This design comes from an exercise in tuning for small area and a short achievable clock period on the open sky130 flow, not from production work.
The RTL was checked by simulation tests, not by an equivalence proof against the original design.
No activity file was given, so power comes from the tool's default toggle rates.

== tundra ==
==> flow/design.v (excerpt) <==
module px_deser_top #(
   parameter px_deser_pkg::pixel_t CLK_PATTERN = 7'b1100011,
   parameter int                   WR_START    = 16,
   parameter int                   GOOD_COUNT  = 8
) (
   input  logic                    px_clk,
   input  logic                    locked_and_idlyrdy,    
   input  logic                    rx_ready,              
   input  logic [40:0]             rx_words,              
   output logic [34:0]             px_out,                
   output logic [2:0]              px_rd_seq,
   output logic                    px_ready
);
   localparam int NUM_LANES = px_deser_pkg::NUM_DATA_LANES + 1;
   localparam int DEPTH     = 2 ** px_deser_pkg::FIFO_AW;
   localparam int LW        = px_deser_pkg::LANE_BITS;
   localparam int WW        = NUM_LANES * LW;                 
   logic                px_rst_n;
   logic                rd_enable;
   logic [DEPTH-1:0]    wr_sel;         
   logic [DEPTH-1:0]    rd_next;        
   logic                rd_coll;
   logic                rst_next_n;
   logic [7:0]          seq_oh;         
   logic [WW-1:0]       wr_word_q;
   logic [WW-1:0]       mem [DEPTH];
   logic [WW-1:0]       rd_word;
   logic [NUM_LANES*7-1:0] rd_last;     
   logic [6:0]          lane_px [NUM_LANES];
   logic [6:0]          clk_px;
   px_align_ctrl #(
      .CLK_PATTERN        (CLK_PATTERN),
      .GOOD_COUNT         (GOOD_COUNT)
   ) i_align_ctrl (
      .px_clk             (px_clk),
      .locked_and_idlyrdy (locked_and_idlyrdy),
      .rx_ready           (rx_ready),
      .clk_px             (clk_px),
      .px_rst_n           (px_rst_n),
      .rst_next_n         (rst_next_n),
      .rd_enable          (rd_enable),
      .px_ready           (px_ready)
   );
   gearbox_sequencer #(
      .WR_START           (WR_START)
   ) i_sequencer (
      .px_clk             (px_clk),
      .px_rst_n           (px_rst_n),
      .rst_next_n         (rst_next_n),
  ...
export LEC_CHECK = 0
export ABC_CLOCK_PERIOD_IN_PS = 1500
export CAP_MARGIN = 5
export CORE_MARGIN = 2
export CORE_UTILIZATION = 60
export CTS_CLUSTER_DIAMETER = 100
export CTS_CLUSTER_SIZE = 25
export PLACE_DENSITY = 0.75
export SETUP_SLACK_MARGIN = 2.1
export SLEW_MARGIN = 5
create_clock -name core_clock -period 4.0 [get_ports {px_clk}]
standard.sh (not shown) runs the stock make flow with config.mk's settings and CLKGATE_MAP_FILE= SYNTH_SCRIPT=/design/flow/synth_recipe.tcl, a recipe that flattens the netlist after the stock synthesis.
==> flow/flow/run.sh <==
#!/bin/bash
# The standard layout (the standard.sh, unchanged synthesis), with two
# changes passed to the ORFS make targets:
#  - clock tree synthesis without dummy loads (same clustering as config.mk)
#  - port buffers of the smallest buffer cell; timing repair resizes them
# The whole make output goes to standard.log; ORFS keeps each step's log
# under orfs/logs/.
set -euo pipefail
bash standard.sh \
  "CTS_ARGS=-sink_clustering_enable -repair_clock_nets -sink_clustering_size 25 -sink_clustering_max_diameter 100 -dont_use_dummy_load" \
  "BUFFER_PORTS_ARGS=-buffer_cell sky130_fd_sc_hd__buf_1" \
  finish > standard.log 2>&1
tundra was carried through to the last stage, and its layout satisfied the timing, design-rule and antenna checks.
Relative to tundra, the following input files were edited for quartz:
Settings: a deleted PLACE_DENSITY that had been 0.75; a change of SETUP_SLACK_MARGIN from 2.1 to 2.0.
==> flow/run.sh (new file) <==
#!/bin/bash
# synth_recipe.tcl (not shown) runs the flow's synth.tcl, then flattens the netlist and writes it again
# the make line also repeats each setting of config.mk as NAME=value (left out here)
make -C /OpenROAD-flow-scripts/flow DESIGN_CONFIG=/design/flow/config.mk WORK_HOME=/design/flow/orfs CLKGATE_MAP_FILE= SYNTH_SCRIPT=/design/flow/synth_recipe.tcl finish
removed: flow/flow/run.sh
removed: flow/standard.sh
### Flow results
From tundra to quartz the numbers moved as follows: pin count of the biggest net entering global routing went down by about 30%; post-CTS resize count went up by about 180%.
Summary of the comparison: sequential share of cell area is lower in quartz, relative to tundra.
The share of the cycle needed by the critical path after routing reported for quartz is greater than that of tundra by 1.6 points.
Relative to tundra, global-route wire length before repair increased by 5.0% in quartz.
quartz ended up with i_sequencer.rd_next[28]$_SDFFE_PN0N_ as its launch point of the worst path; tundra ended up with g_lane[1].i_gearbox.px[5]$_DFF_PN0_.
Looking at worst slack after detailed placement across both flows, quartz is the weaker of the two, with tundra ahead.
[compare] base=tundra new=quartz: core utilization climbed 0.17 points; fmax dropped 3.1%.
quartz reports a higher cell-internal power than tundra does.
Path length in cells of the critical path sits higher in quartz than in tundra.
diff inputs: quartz => yarrow
Settings: PLACE_DENSITY: unset -> 0.75.
==> flow/flow/run.sh (new file) <==
#!/bin/bash
# The standard layout (the standard.sh, unchanged synthesis), with two
# changes passed to the ORFS make targets:
#  - clock tree synthesis without dummy loads (same clustering as config.mk)
#  - port buffers of the smallest buffer cell; timing repair resizes them
# The whole make output goes to standard.log; ORFS keeps each step's log
# under orfs/logs/.
set -euo pipefail
bash standard.sh \
  "CTS_ARGS=-sink_clustering_enable -repair_clock_nets -sink_clustering_size 25 -sink_clustering_max_diameter 100 -dont_use_dummy_load" \
  "BUFFER_PORTS_ARGS=-buffer_cell sky130_fd_sc_hd__buf_1" \
  finish > standard.log 2>&1
==> flow/standard.sh (new file) <==
#!/bin/bash
# synth_recipe.tcl (not shown) runs the flow's synth.tcl, then flattens the netlist and writes it again
# the make line also repeats each setting of config.mk as NAME=value (left out here)
make -C /OpenROAD-flow-scripts/flow DESIGN_CONFIG=/design/flow/config.mk WORK_HOME=/design/flow/orfs CLKGATE_MAP_FILE= SYNTH_SCRIPT=/design/flow/synth_recipe.tcl "${@:-finish}"
removed: flow/run.sh
### Flow results
Hold slack, quartz and yarrow: higher on quartz. What quartz reported for maximum number of pins on one net before global-route repair has to be multiplied by 1.5 to get the figure for yarrow. For yarrow, the first element of the critical path was i_sequencer.rd_next[20]$_SDFFE_PN0N_, unlike quartz, where it was i_sequencer.rd_next[28]$_SDFFE_PN0N_. Area: yarrow vs quartz -> yarrow smaller. yarrow against quartz: wire length after detailed routing has decreased; area of the multi-input gates down about 0.8%.

[separate check: timing with driven ports]
The results above use ideal ports. As a check the final layouts listed here were re-extracted and re-timed, cells and wires unchanged.
Step 1 (the two cells are an assumption about what drives the block):
set clk [get_ports {px_clk}]
set_driving_cell -lib_cell sky130_fd_sc_hd__clkbuf_16 $clk
set_driving_cell -lib_cell sky130_fd_sc_hd__buf_2 [delete_from_list [all_inputs] $clk]
Step 2 adds t to the input delays and takes it off the output delays; t is the mean of the earliest and latest rising clock arrival at the registers after step 1. Input paths then give back, and output paths get back, about the clock's delay inside the block.
Slacks: ideal / step 1 / step 2; pairs: ideal / step 1.
| run | t, ns | setup WS [ns] | slew at the worst register clock pin (ns) |
|---|---|---|---|
| tundra | 0.708 | 2.020 / 1.946 / 1.863 | 0.10 / 0.10 |
| quartz | 0.726 | 1.956 / 1.908 / 1.630 | 0.11 / 0.11 |
| yarrow | 0.714 | 1.950 / 1.942 / 1.822 | 0.10 / 0.10 |
After both steps setup and hold are still met in every run listed. The setup slack of quartz, which loses most, moves by -0.048 ns with the drivers and by -0.326 ns with both steps.
